Source: an optimization exercise on an open RTL-to-GDS flow (aim: small area). Production flows keep margins and buffers that such runs may drop.
RTL that was checked went through simulation tests only; none was proved equivalent to the original.

==> module led_cube_scan_driver, before the edit <==
module led_cube_scan_driver #(
  parameter int          N            = 8,
  parameter int          LAYER_DWELL  = 50000,
  parameter int          BLANK_CYCLES = 500,
  parameter logic [7:0]  SYNC_BYTE    = 8'hA5
) (
  input  logic             clk,
  input  logic             reset_n,
  input  logic             enable,
  input  logic [7:0]       in_data,
  input  logic             in_valid,
  output logic             in_ready,
  output logic [N*N-1:0]   col_out,
  output logic [N-1:0]     layer_out,
  output logic             frame_tick,
  output logic [7:0]       frame_count,
  output logic             sync_err
);
  localparam int NBITS  = N * N * N;
  localparam int NBYTES = NBITS / 8;        
  localparam int AW     = (NBYTES > 1) ? $clog2(NBYTES) : 1;
  localparam int LW     = (N > 1) ? $clog2(N) : 1;
  localparam int WB     = N * N;            
  localparam int NL     = WB / 8;           
  localparam int JW     = (NL > 1) ? $clog2(NL) : 1;
  localparam int NR     = N - 1;            
  localparam int CMAX   = (LAYER_DWELL > BLANK_CYCLES) ? LAYER_DWELL : BLANK_CYCLES;
  localparam int CW     = $clog2(CMAX + 1);
  logic            r_data;       
  logic [AW-1:0]   r_bidx;       
  logic            r_pending;
  logic            r_sync_err;
  logic            w_xfer;
  logic            w_wdata;
  logic            w_last;
  logic [LW-1:0]   w_word;       
  logic [JW-1:0]   w_lane;       
  logic [WB-1:0]   r_bw0;
  logic [NR-1:0][WB-1:0] r_bk;
  logic [LW-1:0]   r_ph;
  logic [7:0]      r_stg [NL];   
  logic            w_hit_cur;    
  logic            w_hit_prev;   
  logic [WB-1:0]   w_bins;       
  logic [WB-1:0]   r_fw0;
  logic [NR-1:0][WB-1:0] r_ft;
  logic            r_fvalid;     
  logic            r_cpy;        
  logic            w_copy;
  logic            r_on;
  logic [CW-1:0]   r_cnt;
  logic [LW-1:0]   r_layer;
  logic            w_blank_first;
  logic            w_swap;
  logic [NR:0]     r_dsel;       
  logic [NR-1:0]   w_pos1;       
  logic            r_tick;
  logic [7:0]      r_count;
  assign in_ready = ~r_pending;
  assign w_xfer   = in_valid & ~r_pending;
  assign w_wdata  = w_xfer & r_data;
  assign w_last   = w_wdata & (r_bidx == AW'(NBYTES - 1));
  assign w_word   = r_bidx[AW-1 -: LW];
  assign w_lane   = r_bidx[JW-1:0];
  always_ff @(posedge clk or negedge reset_n) begin
    if (!reset_n) begin
      r_data     <= 1'b0;
      r_bidx     <= '0;
      r_sync_err <= 1'b0;
      r_pending  <= 1'b0;
    end else begin
      r_sync_err <= w_xfer & ~r_data & (in_data != SYNC_BYTE);
      if (w_xfer) begin
        if (!r_data) begin
          r_data <= (in_data == SYNC_BYTE);
        end else begin
          r_bidx <= r_bidx + AW'(1);
          if (r_bidx == AW'(NBYTES - 1)) r_data <= 1'b0;
        end
      end
      if (w_last) begin
        r_pending <= 1'b1;
      end else if (w_swap) begin
        r_pending <= 1'b0;
      end
    end
  end
  always_ff @(posedge clk) begin
    for (int j = 0; j < NL; j++) begin
      if (w_wdata && (w_word == '0) && (w_lane == JW'(j))) begin
        r_bw0[j*8 +: 8] <= in_data;
      end
    end
  end
  always_ff @(posedge clk) begin
    if (w_wdata) begin
      r_stg[w_lane] <= in_data;
    end
  end
  assign w_hit_cur  = (w_word != LW'(0)) && (r_ph == w_word - LW'(1));
  assign w_hit_prev = (w_word != LW'(1)) && (r_ph == w_word - LW'(2));
  always_comb begin
    for (int j = 0; j < NL; j++) begin
      w_bins[j*8 +: 8] = ((JW'(j) < w_lane) ? w_hit_cur : w_hit_prev) ? r_stg[j] : r_bk[0][j*8 +: 8];
    end
  end
  always_ff @(posedge clk) begin
    for (int p = 0; p < NR - 1; p++) begin
      r_bk[p] <= r_bk[p+1];
      r_ft[p] <= r_ft[p+1];
    end
    r_bk[NR-1] <= w_bins;
    r_ft[NR-1] <= w_copy ? r_bk[NR-1] : r_ft[0];
  end
  always_ff @(posedge clk or negedge reset_n) begin
    if (!reset_n) begin
      r_ph  <= '0;
      r_cpy <= 1'b0;
    end else begin
      r_ph <= (r_ph == LW'(NR - 1)) ? '0 : r_ph + LW'(1);
      if (w_swap) begin
        r_cpy <= 1'b1;
      end else if (w_wdata && (r_bidx == AW'(NL - 1))) begin
        r_cpy <= 1'b0;
      end
    end
  end
  assign w_copy = w_swap | r_cpy;
  always_ff @(posedge clk) begin
    if (w_swap) begin
      r_fw0 <= r_bw0;
    end
  end
  assign w_blank_first = ~r_on && (r_cnt == '0);
  assign w_swap        = enable && w_blank_first && (r_layer == '0) && r_pending;
  always_ff @(posedge clk or negedge reset_n) begin
    if (!reset_n) begin
      r_on    <= 1'b0;
      r_cnt   <= '0;
      r_layer <= '0;
    end else if (!enable) begin
      r_on    <= 1'b0;
      r_cnt   <= '0;
      r_layer <= '0;
    end else if (!r_on) begin
      if (r_cnt == CW'(BLANK_CYCLES - 1)) begin
        r_on  <= 1'b1;
        r_cnt <= '0;
      end else begin
        r_cnt <= r_cnt + CW'(1);
      end
    end else begin
      if (r_cnt == CW'(LAYER_DWELL - 1)) begin
        r_on    <= 1'b0;
        r_cnt   <= '0;
        r_layer <= (r_layer == LW'(N - 1)) ? '0 : r_layer + LW'(1);
      end else begin
        r_cnt <= r_cnt + CW'(1);
      end
    end
  end
  always_ff @(posedge clk or negedge reset_n) begin
    if (!reset_n) begin
      r_fvalid <= 1'b0;
      r_tick   <= 1'b0;
      r_count  <= '0;
      r_dsel   <= '0;
    end else begin
      r_tick  <= w_swap;
      r_count <= r_count + {7'd0, w_swap};
      if (w_swap) begin
        r_fvalid <= 1'b1;
      end
      if (!enable) begin
        r_dsel <= '0;
      end else if (w_blank_first) begin
        if (r_layer == '0) begin
          r_dsel <= {r_fvalid | w_swap, {NR{1'b0}}};
        end else if (r_layer == LW'(1)) begin
          r_dsel <= {1'b0, r_dsel[NR] ? w_pos1 : {NR{1'b0}}};
        end
      end else begin
        r_dsel <= {r_dsel[NR], r_dsel[0], r_dsel[NR-1:1]};
      end
    end
  end
  assign w_pos1 = NR'(1) << ((r_ph == '0) ? '0 : LW'(NR) - r_ph);
  always_comb begin
    col_out = {WB{r_dsel[NR]}} & r_fw0;
    for (int p = 0; p < NR; p++) begin
      col_out = col_out | ({WB{r_dsel[p]}} & r_ft[p]);
    end
  end
  assign layer_out   = r_on ? (N'(1) << r_layer) : '0;
  assign frame_tick  = r_tick;
  assign frame_count = r_count;
  assign sync_err    = r_sync_err;
endmodule
Settings: LEC_CHECK=0, CAP_MARGIN=20, CORE_MARGIN=2, CORE_UTILIZATION=70, CTS_BUF_LIST=sky130_fd_sc_hd__clkbuf_8, CTS_CLUSTER_DIAMETER=50, CTS_CLUSTER_SIZE=16, PLACE_DENSITY=0.8, SLEW_MARGIN=20; clock period 20.0 ns.
run.sh (not shown) runs the stock make flow with config.mk's settings and CLKGATE_MAP_FILE= SYNTH_SCRIPT=/design/flow/synth_recipe.tcl, a recipe that flattens the netlist after the stock synthesis.
==> next run, changes <==
--- a/flow/design.v
+++ b/flow/design.v
@@ -40,22 +40,20 @@
   logic [LW-1:0]   r_ph;
   logic [7:0]      r_stg [NL];   
   logic            w_hit_cur;    
   logic            w_hit_prev;   
   logic [WB-1:0]   w_bins;       
-  logic [WB-1:0]   r_fw0;
-  logic [NR-1:0][WB-1:0] r_ft;
+  logic [N-1:0][WB-1:0] r_front;
   logic            r_fvalid;     
-  logic            r_cpy;        
+  logic [LW-1:0]   r_cpn;        
   logic            w_copy;
   logic            r_on;
   logic [CW-1:0]   r_cnt;
   logic [LW-1:0]   r_layer;
   logic            w_blank_first;
   logic            w_swap;
-  logic [NR:0]     r_dsel;       
-  logic [NR-1:0]   w_pos1;       
+  logic [N-1:0]    r_dsel;       
   logic            r_tick;
   logic [7:0]      r_count;
   assign in_ready = ~r_pending;
   assign w_xfer   = in_valid & ~r_pending;
   assign w_wdata  = w_xfer & r_data;
@@ -105,32 +103,35 @@
     end
   end
   always_ff @(posedge clk) begin
     for (int p = 0; p < NR - 1; p++) begin
       r_bk[p] <= r_bk[p+1];
-      r_ft[p] <= r_ft[p+1];
     end
     r_bk[NR-1] <= w_bins;
-    r_ft[NR-1] <= w_copy ? r_bk[NR-1] : r_ft[0];
   end
   always_ff @(posedge clk or negedge reset_n) begin
     if (!reset_n) begin
       r_ph  <= '0;
-      r_cpy <= 1'b0;
+      r_cpn <= '0;
     end else begin
       r_ph <= (r_ph == LW'(NR - 1)) ? '0 : r_ph + LW'(1);
       if (w_swap) begin
-        r_cpy <= 1'b1;
-      end else if (w_wdata && (r_bidx == AW'(NL - 1))) begin
-        r_cpy <= 1'b0;
+        r_cpn <= LW'(NR - 1);
+      end else if (r_cpn != '0) begin
+        r_cpn <= r_cpn - LW'(1);
       end
     end
   end
-  assign w_copy = w_swap | r_cpy;
+  assign w_copy = w_swap | (r_cpn != '0);
   always_ff @(posedge clk) begin
     if (w_swap) begin
-      r_fw0 <= r_bw0;
+      r_front[0] <= r_bw0;
+    end
+    for (int w = 1; w < N; w++) begin
+      if (w_copy && (r_ph == LW'(w - 1))) begin
+        r_front[w] <= w_bins;
+      end
     end
   end
   assign w_blank_first = ~r_on && (r_cnt == '0);
   assign w_swap        = enable && w_blank_first && (r_layer == '0) && r_pending;
   always_ff @(posedge clk or negedge reset_n) begin
@@ -172,25 +173,18 @@
         r_fvalid <= 1'b1;
       end
       if (!enable) begin
         r_dsel <= '0;
       end else if (w_blank_first) begin
-        if (r_layer == '0) begin
-          r_dsel <= {r_fvalid | w_swap, {NR{1'b0}}};
-        end else if (r_layer == LW'(1)) begin
-          r_dsel <= {1'b0, r_dsel[NR] ? w_pos1 : {NR{1'b0}}};
-        end
-      end else begin
-        r_dsel <= {r_dsel[NR], r_dsel[0], r_dsel[NR-1:1]};
+        r_dsel <= (r_fvalid | w_swap) ? (N'(1) << r_layer) : '0;
       end
     end
   end
-  assign w_pos1 = NR'(1) << ((r_ph == '0) ? '0 : LW'(NR) - r_ph);
   always_comb begin
-    col_out = {WB{r_dsel[NR]}} & r_fw0;
-    for (int p = 0; p < NR; p++) begin
-      col_out = col_out | ({WB{r_dsel[p]}} & r_ft[p]);
+    col_out = '0;
+    for (int l = 0; l < N; l++) begin
+      col_out = col_out | ({WB{r_dsel[l]}} & r_front[l]);
     end
   end
   assign layer_out   = r_on ? (N'(1) << r_layer) : '0;
   assign frame_tick  = r_tick;
   assign frame_count = r_count;
Outcome:
- The new run passed the timing, design-rule and antenna checks
- hold slack is worse by 3.6 ps
- routed wire length is higher by about a fifth
- clock-buffer cell count is higher by 1
- critical path depth is unchanged
- non-clock buffer count is higher by 17
- clock skew is higher by 16 ps
- register-to-register slack is worse by 380 ps
Only the layout flow was run in the second run of this note; the RTL was not checked for function there.

## afterwards: timing with drivers on the ports
No port has a modelled driver above. Below, the same layouts with a new extraction and two added sets of constraints.
Step 1 (the two cells are an assumption about what drives the block):
set clk [get_ports {clk}]
set_driving_cell -lib_cell sky130_fd_sc_hd__clkbuf_16 $clk
set_driving_cell -lib_cell sky130_fd_sc_hd__buf_2 [delete_from_list [all_inputs] $clk]
Step 2 times the ports against the registers' clock, not the clock port: input delays grow and output delays shrink by t, the midpoint of the rising clock arrivals with the driver on.
Three values: ideal ports, drivers, drivers and shift; two values: the first two.
run | t, ns | setup WS [ns] | worst register clock-pin slew, ns | worst data-port slew with drivers (ns) | cell pins on the clock port's net
the first run | 0.694 | 12.769 / 12.718 / 13.054 | 0.11 / 0.11 | 0.03 | 1
the second run | 0.754 | 12.790 / 12.738 / 12.693 | 0.10 / 0.10 | 0.09 | 1
After both steps every run listed still meets setup and hold. For the second run, which loses most, drivers alone change the setup slack by -0.052 ns; drivers and shift together by -0.097 ns.
